What follows belongs to an exercise in optimizing a design on an open flow for small area, a short achievable clock period and few clock cycles; a production flow would make more cautious choices.
In this exercise RTL edits were held to simulation tests only and were not proved equivalent to the original.
No activity file was given, so power comes from the tool's default toggle rates.

==> design/flow/design.v <==
`timescale 1ns / 1ps
package tvo_pkg;
  localparam logic [7:0] SEP_RESET = 8'h7C;
  localparam logic [7:0] CHAR_EQUALS = 8'h3D;
  localparam logic [7:0] CHAR_ZERO   = 8'h30;
  localparam logic [7:0] CHAR_NINE   = 8'h39;
  localparam logic [7:0] CHAR_SPACE  = 8'h20;
  localparam logic [7:0] CHAR_TAB    = 8'h09;
  localparam logic [7:0] CHAR_CR     = 8'h0D;
  localparam logic [7:0] CHAR_PLUS   = 8'h2B;
  localparam logic [7:0] CHAR_MINUS  = 8'h2D;
  localparam logic [15:0] KEY_1  = 16'h0031;
  localparam logic [15:0] KEY_11 = 16'h3131;
  localparam logic [15:0] KEY_55 = 16'h3535;
  localparam logic [15:0] KEY_54 = 16'h3435;
  localparam logic [15:0] KEY_38 = 16'h3833;
  localparam logic [15:0] KEY_40 = 16'h3034;
  localparam logic [15:0] KEY_44 = 16'h3434;
  localparam logic [1:0] PH_SPACE  = 2'd0;
  localparam logic [1:0] PH_SIGN   = 2'd1;
  localparam logic [1:0] PH_DIGITS = 2'd2;
  localparam logic [1:0] PH_STOP   = 2'd3;
  localparam logic [2:0] SLOT_ORDER  = 3'd0;
  localparam logic [2:0] SLOT_CLIENT = 3'd1;
  localparam logic [2:0] SLOT_SIDE   = 3'd2;
  localparam logic [2:0] SLOT_QTY    = 3'd3;
  localparam logic [2:0] SLOT_KIND   = 3'd4;
  localparam logic [2:0] SLOT_PRICE  = 3'd5;
  localparam logic [2:0] SLOT_INSTR  = 3'd6;
  localparam logic [2:0] SLOT_NONE   = 3'd7;
  localparam logic [1:0] STATUS_OK       = 2'd0;
  localparam logic [1:0] STATUS_BAD_NUM  = 2'd1;
  localparam logic [1:0] STATUS_TOO_LONG = 2'd2;
  typedef struct packed {
    logic [1:0]  piece_count;
    logic        last_eq;
    logic [15:0] key_chars;
    logic [1:0]  key_len;
    logic [3:0]  val_len;
    logic [1:0]  phase;
    logic [31:0] mag;
    logic        neg;
    logic        num_err;
    logic [63:0] text;
  } field_t;
  localparam field_t FIELD_CLEAR = '0;
  typedef struct packed {
    field_t field;
    logic   emit;
  } close_t;
  typedef struct packed {
    logic [5:0][31:0] vals;
    logic [63:0]      instrument;
    logic [3:0]       instr_len;
    logic [6:0]       mask;
    logic [1:0]       status;
  } record_t;
endpackage
`timescale 1ns / 1ps
module tvo_field #(
  parameter int unsigned INSTRUMENT_BYTES = 8
) (
  input  logic            clk_i,
  input  logic            rst_ni,
  input  logic            cfg_valid_i,
  input  logic [7:0]      cfg_field_separator_i,
  output logic            cfg_ready_o,
  input  logic            in_valid_i,
  input  logic [7:0]      in_data_byte_i,
  input  logic            in_is_last_i,
  output logic            in_ready_o,
  input  logic            advance_i,
  output logic            close_valid_o,
  output tvo_pkg::close_t close_o
);
  logic [7:0]      sep_q;
  logic            in_v_q;
  logic [7:0]      byte_q;
  logic            last_q;
  tvo_pkg::field_t fld_q;
  tvo_pkg::field_t fld_d;
  logic            is_sep;
  logic            is_eq;
  logic            is_digit;
  logic            is_space;
  logic [34:0]     mag_next;
  logic            snap_v_q;
  tvo_pkg::close_t snap_q;
  assign cfg_ready_o = 1'b1;
  always_ff @(posedge clk_i or negedge rst_ni) begin
    if (!rst_ni) begin
      sep_q <= tvo_pkg::SEP_RESET;
    end else if (cfg_valid_i) begin
      sep_q <= cfg_field_separator_i;
    end
  end
  assign in_ready_o = advance_i;
  always_ff @(posedge clk_i or negedge rst_ni) begin
    if (!rst_ni) begin
      in_v_q <= 1'b0;
    end else if (advance_i) begin
      in_v_q <= in_valid_i;
    end
  end
  always_ff @(posedge clk_i) begin
    if (advance_i && in_valid_i) begin
      byte_q <= in_data_byte_i;
      last_q <= in_is_last_i;
    end
  end
  assign is_sep   = (byte_q == sep_q);
  assign is_eq    = (byte_q == tvo_pkg::CHAR_EQUALS);
  assign is_digit = (byte_q >= tvo_pkg::CHAR_ZERO) && (byte_q <= tvo_pkg::CHAR_NINE);
  assign is_space = (byte_q == tvo_pkg::CHAR_SPACE) ||
                    ((byte_q >= tvo_pkg::CHAR_TAB) && (byte_q <= tvo_pkg::CHAR_CR));
  assign mag_next = {fld_q.mag, 3'b000} + {2'b00, fld_q.mag, 1'b0} + {31'd0, byte_q[3:0]};
  always_comb begin
    fld_d = fld_q;
    if (is_sep) begin
      fld_d = tvo_pkg::FIELD_CLEAR;
    end else if (is_eq) begin
      if (fld_q.piece_count != 2'd3) begin
        fld_d.piece_count = fld_q.piece_count + 2'd1;
      end
      fld_d.last_eq = 1'b1;
    end else begin
      fld_d.last_eq = 1'b0;
      if (fld_q.piece_count == 2'd0) begin
        if (fld_q.key_len == 2'd0) begin
          fld_d.key_chars[7:0] = byte_q;
        end else if (fld_q.key_len == 2'd1) begin
          fld_d.key_chars[15:8] = byte_q;
        end
        if (fld_q.key_len != 2'd3) begin
          fld_d.key_len = fld_q.key_len + 2'd1;
        end
      end else if (fld_q.piece_count == 2'd1) begin
        for (int i = 0; i < INSTRUMENT_BYTES; i++) begin
          if (fld_q.val_len == 4'(i)) begin
            fld_d.text[i*8 +: 8] = byte_q;
          end
        end
        if (fld_q.val_len != 4'd15) begin
          fld_d.val_len = fld_q.val_len + 4'd1;
        end
        if (fld_q.phase != tvo_pkg::PH_STOP) begin
          if (is_digit) begin
            if (mag_next > 35'd2147483648) begin
              fld_d.num_err = 1'b1;
              fld_d.phase   = tvo_pkg::PH_STOP;
            end else begin
              fld_d.mag   = mag_next[31:0];
              fld_d.phase = tvo_pkg::PH_DIGITS;
            end
          end else if ((fld_q.phase == tvo_pkg::PH_SPACE) && is_space) begin
            fld_d.phase = tvo_pkg::PH_SPACE;
          end else if ((fld_q.phase == tvo_pkg::PH_SPACE) &&
                       ((byte_q == tvo_pkg::CHAR_PLUS) || (byte_q == tvo_pkg::CHAR_MINUS))) begin
            fld_d.neg   = (byte_q == tvo_pkg::CHAR_MINUS);
            fld_d.phase = tvo_pkg::PH_SIGN;
          end else begin
            if (fld_q.phase != tvo_pkg::PH_DIGITS) begin
              fld_d.num_err = 1'b1;
            end
            fld_d.phase = tvo_pkg::PH_STOP;
          end
        end
      end
    end
  end
  always_ff @(posedge clk_i or negedge rst_ni) begin
    if (!rst_ni) begin
      fld_q <= tvo_pkg::FIELD_CLEAR;
    end else if (advance_i && in_v_q) begin
      fld_q <= last_q ? tvo_pkg::FIELD_CLEAR : fld_d;
    end
  end
  always_ff @(posedge clk_i or negedge rst_ni) begin
    if (!rst_ni) begin
      snap_v_q <= 1'b0;
    end else if (advance_i) begin
      snap_v_q <= in_v_q && (is_sep || last_q);
    end
  end
  always_ff @(posedge clk_i) begin
    if (advance_i && in_v_q) begin
      snap_q.field <= is_sep ? fld_q : fld_d;
      snap_q.emit  <= last_q;
    end
  end
  assign close_valid_o = snap_v_q;
  assign close_o       = snap_q;
endmodule
`timescale 1ns / 1ps
module tvo_record #(
  parameter int unsigned INSTRUMENT_BYTES = 8
) (
  input  logic            clk_i,
  input  logic            rst_ni,
  input  logic            close_valid_i,
  input  tvo_pkg::close_t close_i,
  output logic            advance_o,
  output logic            out_valid_o,
  input  logic            out_ready_i,
  output logic [6:0]      out_present_mask_o,
  output logic [31:0]     out_order_id_o,
  output logic [31:0]     out_client_id_o,
  output logic [31:0]     out_side_code_o,
  output logic [31:0]     out_order_quantity_o,
  output logic [31:0]     out_order_kind_o,
  output logic [31:0]     out_limit_price_o,
  output logic [63:0]     out_instrument_text_o,
  output logic [3:0]      out_instrument_length_o,
  output logic [1:0]      out_status_o
);
  tvo_pkg::field_t  fld;
  logic             field_ok;
  logic [2:0]       slot;
  logic [6:0]       slot_bit;
  logic             num_bad;
  logic [31:0]      num_val;
  tvo_pkg::record_t rec_q;
  tvo_pkg::record_t rec_d;
  logic             take;
  logic             emit_new;
  logic             out_v_q;
  tvo_pkg::record_t out_q;
  logic             skid_v_q;
  tvo_pkg::record_t skid_q;
  assign fld = close_i.field;
  assign field_ok = (fld.val_len != 4'd0) &&
                    (((fld.piece_count == 2'd1) && !fld.last_eq) ||
                     ((fld.piece_count == 2'd2) && fld.last_eq));
  always_comb begin
    slot     = tvo_pkg::SLOT_NONE;
    slot_bit = 7'd0;
    if (field_ok) begin
      unique case ({fld.key_len, fld.key_chars})
        {2'd1, tvo_pkg::KEY_1}: begin
          slot     = tvo_pkg::SLOT_CLIENT;
          slot_bit = 7'b000_0010;
        end
        {2'd2, tvo_pkg::KEY_11}: begin
          slot     = tvo_pkg::SLOT_ORDER;
          slot_bit = 7'b000_0001;
        end
        {2'd2, tvo_pkg::KEY_55}: begin
          slot     = tvo_pkg::SLOT_INSTR;
          slot_bit = 7'b000_0100;
        end
        {2'd2, tvo_pkg::KEY_54}: begin
          slot     = tvo_pkg::SLOT_SIDE;
          slot_bit = 7'b000_1000;
        end
        {2'd2, tvo_pkg::KEY_38}: begin
          slot     = tvo_pkg::SLOT_QTY;
          slot_bit = 7'b001_0000;
        end
        {2'd2, tvo_pkg::KEY_40}: begin
          slot     = tvo_pkg::SLOT_KIND;
          slot_bit = 7'b010_0000;
        end
        {2'd2, tvo_pkg::KEY_44}: begin
          slot     = tvo_pkg::SLOT_PRICE;
          slot_bit = 7'b100_0000;
        end
        default: begin
          slot     = tvo_pkg::SLOT_NONE;
          slot_bit = 7'd0;
        end
      endcase
    end
  end
  assign num_bad = fld.num_err || (fld.phase == tvo_pkg::PH_SPACE) ||
                   (fld.phase == tvo_pkg::PH_SIGN) || (!fld.neg && fld.mag[31]);
  assign num_val = fld.neg ? (32'd0 - fld.mag) : fld.mag;
  always_comb begin
    rec_d = rec_q;
    if (slot == tvo_pkg::SLOT_INSTR) begin
      if (fld.val_len > 4'(INSTRUMENT_BYTES)) begin
        if (rec_q.status == tvo_pkg::STATUS_OK) begin
          rec_d.status = tvo_pkg::STATUS_TOO_LONG;
        end
      end else begin
        rec_d.instrument = fld.text;
        rec_d.instr_len  = fld.val_len;
        rec_d.mask       = rec_q.mask | slot_bit;
      end
    end else if (slot != tvo_pkg::SLOT_NONE) begin
      if (num_bad) begin
        if (rec_q.status == tvo_pkg::STATUS_OK) begin
          rec_d.status = tvo_pkg::STATUS_BAD_NUM;
        end
      end else begin
        rec_d.vals[slot] = num_val;
        rec_d.mask       = rec_q.mask | slot_bit;
      end
    end
  end
  assign take     = close_valid_i && advance_o;
  assign emit_new = take && close_i.emit;
  always_ff @(posedge clk_i or negedge rst_ni) begin
    if (!rst_ni) begin
      rec_q <= '0;
    end else if (take) begin
      rec_q <= close_i.emit ? '0 : rec_d;
    end
  end
  assign advance_o = !skid_v_q;
  always_ff @(posedge clk_i or negedge rst_ni) begin
    if (!rst_ni) begin
      out_v_q  <= 1'b0;
      skid_v_q <= 1'b0;
    end else if (out_v_q && out_ready_i) begin
      if (skid_v_q) begin
        skid_v_q <= 1'b0;
      end else begin
        out_v_q <= emit_new;
      end
    end else if (!out_v_q) begin
      out_v_q <= emit_new;
    end else if (emit_new) begin
      skid_v_q <= 1'b1;
    end
  end
  always_ff @(posedge clk_i) begin
    if (out_v_q && out_ready_i && skid_v_q) begin
      out_q <= skid_q;
    end else if ((!out_v_q || out_ready_i) && emit_new) begin
      out_q <= rec_d;
    end else if (out_v_q && !out_ready_i && emit_new) begin
      skid_q <= rec_d;
    end
  end
  assign out_valid_o             = out_v_q;
  assign out_present_mask_o      = out_q.mask;
  assign out_order_id_o          = out_q.vals[tvo_pkg::SLOT_ORDER];
  assign out_client_id_o         = out_q.vals[tvo_pkg::SLOT_CLIENT];
  assign out_side_code_o         = out_q.vals[tvo_pkg::SLOT_SIDE];
  assign out_order_quantity_o    = out_q.vals[tvo_pkg::SLOT_QTY];
  assign out_order_kind_o        = out_q.vals[tvo_pkg::SLOT_KIND];
  assign out_limit_price_o       = out_q.vals[tvo_pkg::SLOT_PRICE];
  assign out_instrument_text_o   = out_q.instrument;
  assign out_instrument_length_o = out_q.instr_len;
  assign out_status_o            = out_q.status;
endmodule
`timescale 1ns / 1ps
module tag_value_order_message_parser #(
  parameter int unsigned INSTRUMENT_BYTES = 8
) (
  input  logic        clk_i,
  input  logic        rst_ni,
  input  logic        cfg_valid_i,
  input  logic [7:0]  cfg_field_separator_i,
  output logic        cfg_ready_o,
  input  logic        in_valid_i,
  input  logic [7:0]  in_data_byte_i,
  input  logic        in_is_last_i,
  output logic        in_ready_o,
  output logic        out_valid_o,
  input  logic        out_ready_i,
  output logic [6:0]  out_present_mask_o,
  output logic [31:0] out_order_id_o,
  output logic [31:0] out_client_id_o,
  output logic [31:0] out_side_code_o,
  output logic [31:0] out_order_quantity_o,
  output logic [31:0] out_order_kind_o,
  output logic [31:0] out_limit_price_o,
  output logic [63:0] out_instrument_text_o,
  output logic [3:0]  out_instrument_length_o,
  output logic [1:0]  out_status_o
);
  logic            advance;
  logic            close_valid;
  tvo_pkg::close_t close_field;
  tvo_field #(
    .INSTRUMENT_BYTES(INSTRUMENT_BYTES)
  ) u_field (
    .clk_i                (clk_i),
    .rst_ni               (rst_ni),
    .cfg_valid_i          (cfg_valid_i),
    .cfg_field_separator_i(cfg_field_separator_i),
    .cfg_ready_o          (cfg_ready_o),
    .in_valid_i           (in_valid_i),
    .in_data_byte_i       (in_data_byte_i),
    .in_is_last_i         (in_is_last_i),
    .in_ready_o           (in_ready_o),
    .advance_i            (advance),
    .close_valid_o        (close_valid),
    .close_o              (close_field)
  );
  tvo_record #(
    .INSTRUMENT_BYTES(INSTRUMENT_BYTES)
  ) u_record (
    .clk_i                  (clk_i),
    .rst_ni                 (rst_ni),
    .close_valid_i          (close_valid),
    .close_i                (close_field),
    .advance_o              (advance),
    .out_valid_o            (out_valid_o),
    .out_ready_i            (out_ready_i),
    .out_present_mask_o     (out_present_mask_o),
    .out_order_id_o         (out_order_id_o),
    .out_client_id_o        (out_client_id_o),
    .out_side_code_o        (out_side_code_o),
    .out_order_quantity_o   (out_order_quantity_o),
    .out_order_kind_o       (out_order_kind_o),
    .out_limit_price_o      (out_limit_price_o),
    .out_instrument_text_o  (out_instrument_text_o),
    .out_instrument_length_o(out_instrument_length_o),
    .out_status_o           (out_status_o)
  );
endmodule
==> design/flow/run.sh <==
#!/bin/bash
# synth_recipe.tcl (not shown) runs the flow's synth.tcl, then flattens the netlist and writes it again
# the make line also repeats each setting of config.mk as NAME=value (left out here)
make -C /OpenROAD-flow-scripts/flow DESIGN_CONFIG=/design/flow/config.mk WORK_HOME=/design/flow/orfs CLKGATE_MAP_FILE= SYNTH_SCRIPT=/design/flow/synth_recipe.tcl finish
==> design/flow/config.mk <==
export PLATFORM = sky130hd
export DESIGN_NAME = tag_value_order_message_parser
export DESIGN_NICKNAME = tag_value_order_message_parser
export VERILOG_FILES = /design/flow/design.v
export SDC_FILE = /design/flow/constraint.sdc
export NUM_CORES = 4
export LEC_CHECK = 0
export CAP_MARGIN = 20
export CORE_MARGIN = 2
export CORE_UTILIZATION = 40
export SLEW_MARGIN = 20
==> design/flow/constraint.sdc <==
create_clock -name core_clock -period 6.0 [get_ports {clk_i}]
set_input_delay 1.2000 -clock core_clock [delete_from_list [all_inputs] [get_ports {clk_i}]]
set_output_delay 1.2000 -clock core_clock [all_outputs]
set_load 0.01 [all_outputs]
==> qor.yml <==
status: "timing/DRC/antenna clean"
fin_nets: 3914
critPathMaxStageDelay_ns: 0.68
stdcell_count: 5453
finalHoldViolations: 0
cts_inserted_buffers: 113
syn-cell-area_mm2: 0.0473
placedCellCount: 5236
root_buffer: "clkbuf_16"
fp.dieH_um: 348
min_period_ns: 5.22
grt_first_pass_wirelength_um: 196000
synthCells: 3541
max-clock-path-buffers: 3
worst-slew-pin-transition_ns: 1.09
synth_top_cells_by_area: "edfxtp_1 43%, dfrtp_1 21%, mux2_2 9.7%"
finalCritPeriodShare_pct: 87.1
hp-class: "reg2reg"
worstHoldPathCells: 2
power.total_w: 0.0207
track_usage_pct: 21.0
antenna_found_initial: 2
timing.final.ws_setup_ns: 0.776
path_cells: "nor4b_1 > nand2_1 > nor3_1 > nor2b_1 > o211ai_1 > inv_1 > ha_1 > ha_1 > inv_1 > ha_1 > buf_4 > nor2_1 > inv_1 > o21ai_0 > mux2_2"
rrSetupSlack_ns: 0.78
io_buffers: 292
synthFlopType: "edfxtp_1"
fp.dieW_um: 348
netlist.area_leader.share_pct: 42.6
cp_top_family: "simple AND/OR/NAND/NOR gates"
synth_cell_types: 89
top_usage_layer: "met2"
criticalPathCategory: "reg2reg"
met1_usage_pct: 29.7
wl_um: 129000
routedWlPerCell_um: 23.7
seq_area_frac_synth_pct: 64.1
h-tree-depth: 3
slew_headroom_pct: 27.2
path_clk_slew_ns: 0.06
grt_overflow: 0
route.detailed.drc: 0
rows: 126
drt-initial-drc-count: 2895
layout_common_cells: "672 x edfxtp_1, 409 x mux2_2, 401 x dfrtp_1"
crit_fanout: 21
coreArea_mm2: 0.118
viasPerCell: 5.66
first_pass_iters: 6
syn_avg_cell_area_um2: 13.4
finish.utilization_pct: 47.5
r2r-start: "u_field.snap_q[115]"
ys_warn_count: 2
synth_nets: 3639
max_freq_mhz: 191
cp.depth: 15
die_area_mm2: 0.121
holdWs_ns: 0.472
ant_nets: 0
synthToLayoutAreaGrowth_pct: 18.1
dp_slack_ns: 0.881
finClkSkew_ns: 0.0554
start_util_pct: 40.2
critPathLaunchType: "flop"
grt_setup_unrepaired: "no"
vias: 30890
use_met2_pct: 33.3
required_ns: 6.59
maxCapViolations: 0
ioPinCount: 294
p_leak_nw: 22.2
gr-usage-met3_pct: 3.40
grt_pass1_vias: 30416
rr_endpoint: "u_record.out_q[227]"
synthArstFlopShare_pct: 37.7
post_cts_buffers: 0
globalplace.congestion: 0.845
synth_top_cell_by_area: "edfxtp_1"
worstRegToRegCells: 15
peakVddDrop_mv: 0.235
crit_buf_inv: 4
drive_above_1_share_pct: 18.4
grt_max_degree: 196
ys_ff_latch: 1078
final_common_cell: "edfxtp_1"
cts_sinks: 1078
finalSetupViolCount: 0
antenna_cells: 0
hpwl_um: 80300
ctsResizeCount: 0
p_per_area_mw_per_mm2: 370
cts_tree: "done"
worstHoldStart: "u_record.rec_q[168]"
hold_end: "u_record.rec_q[168]"
clk_latency_ns: 0.73
cts.hold.buffers_added: 0
cp.arrival_ns: 5.81
synth_edf_count: 672
endpoint_kind: "flop"
final-max-slew-violation-count: 0
critical-path-slowest-cell: "nor2_1"
layout make-up:
type | instances | area (um2)
Clock buffer | 159 | 3220
Clock inverter | 57 | 499
Fill cell | 10381 | 61800
Inverter | 65 | 259
Multi-Input combinational cell | 2178 | 15900
Sequential cell | 1078 | 30300
Tap cell | 1536 | 1920
Timing Repair Buffer | 380 | 3730
synth_stat cells (8+ instances only):
cell      count
a211oi_1     10
a21o_1       28
a21oi_1      82
a22o_1      260
a22oi_1      18
a31oi_1      31
a32o_1       82
a32oi_1      13
and2_1       23
and3_1       16
buf_1        11
buf_2        11
clkbuf_1    185
dfrtp_1     401
edfxtp_1    672
ha_1         74
inv_1        63
mux2_2      409
nand2_1     390
nand3_1      33
nand4_1      22
nor2_1      149
nor2b_1       8
nor3_1       38
nor4_1       10
o211ai_1     10
o21a_1       11
o21ai_0     253
o21ai_1       9
o31ai_1      14
or3_1        10
xnor2_1      11
xor2_1       41
worst min-delay path, delay by kind of cell, from the launching register on:
kind	cells	cell delay, ns
flops	1	0.33
compound gates	1	0.06
simple gates	1	0.04
logic make-up after synthesis:
kind of cell / count (synthesis) / share of synthesized area [%]
buffers and inverters: 285 / 2.45
adders and majority gates: 76 / 2.04
other: 1 / 0.00792
AOI/OAI and AO/OA: 880 / 13.4
muxes: 417 / 9.93
xor gates and xnor gates: 52 / 0.962
DFF: 1078 / 64.1
and+or+nand+nor: 752 / 7.11
through the flow:
stage          area (um2)  TNS (ns)
2_1_floorplan       47400    -16.58
3_3_place_gp        52200         0
3_5_place_dp        52200         0
4_1_cts             55900         0
5_1_grt             55900         0
6_report            55900         0
where the power goes:
group	switching [W]	total (W)	internal (W)
Combinational	0.00289	0.00422	0.00133
Clock	0.00303	0.00697	0.00394
Sequential	0.000468	0.00949	0.00902
Total	0.00639	0.0207	0.0143
worst max-delay path by stage:
stage	start	endpoint
floorplan	out_ready_i	u_record.out_q[0]
global placement	u_field.snap_q[115]	u_record.out_q[211]
detailed placement	u_field.snap_q[115]	u_record.out_q[201]
CTS	u_field.snap_q[115]	u_record.out_q[137]
global route	u_field.snap_q[115]	u_record.out_q[227]
finish	u_field.snap_q[115]	u_record.out_q[227]
sequential cells by signal, summed over array words and instances (netlist names), 8 cells and up:
register and cells:
u_field.snap_q 125, u_record.skid_q 269, u_field.fld_q 125, u_record.out_q 269, u_record.rec_q 269, u_field.byte_q 8, u_field.sep_q 8
routing by layer:
metal	wire (um)	up-vias
li1	-	13973
met1	57500	15682
met2	60300	1048
met3	7770	187
met4	3440	0
met5	0	-
Testbench counts, summed over its fixed seeds: cycles 68,501.

## static timing again, ports no longer ideal
The results above use ideal ports. As a check the final layout listed here was re-extracted and re-timed, cells and wires unchanged.
Step 1 (the two cells are an assumption about what drives the block):
set clk [get_ports {clk_i}]
set_driving_cell -lib_cell sky130_fd_sc_hd__clkbuf_16 $clk
set_driving_cell -lib_cell sky130_fd_sc_hd__buf_2 [delete_from_list [all_inputs] $clk]
Step 2, shift: input delay + t, output delay - t, t = (earliest + latest rising clock arrival at the registers) / 2. This alone moves slack from input paths to output paths.
Three values: ideal ports, drivers, drivers and shift; two values: the first two.
t (ns): 0.772
setup WS [ns]: 0.776 / 0.776 / 0.776
cell pins on the clock port's net: 1
After both steps this run still meets setup and hold. For this run, drivers alone change the setup slack by 0.000 ns; drivers and shift together by 0.000 ns.
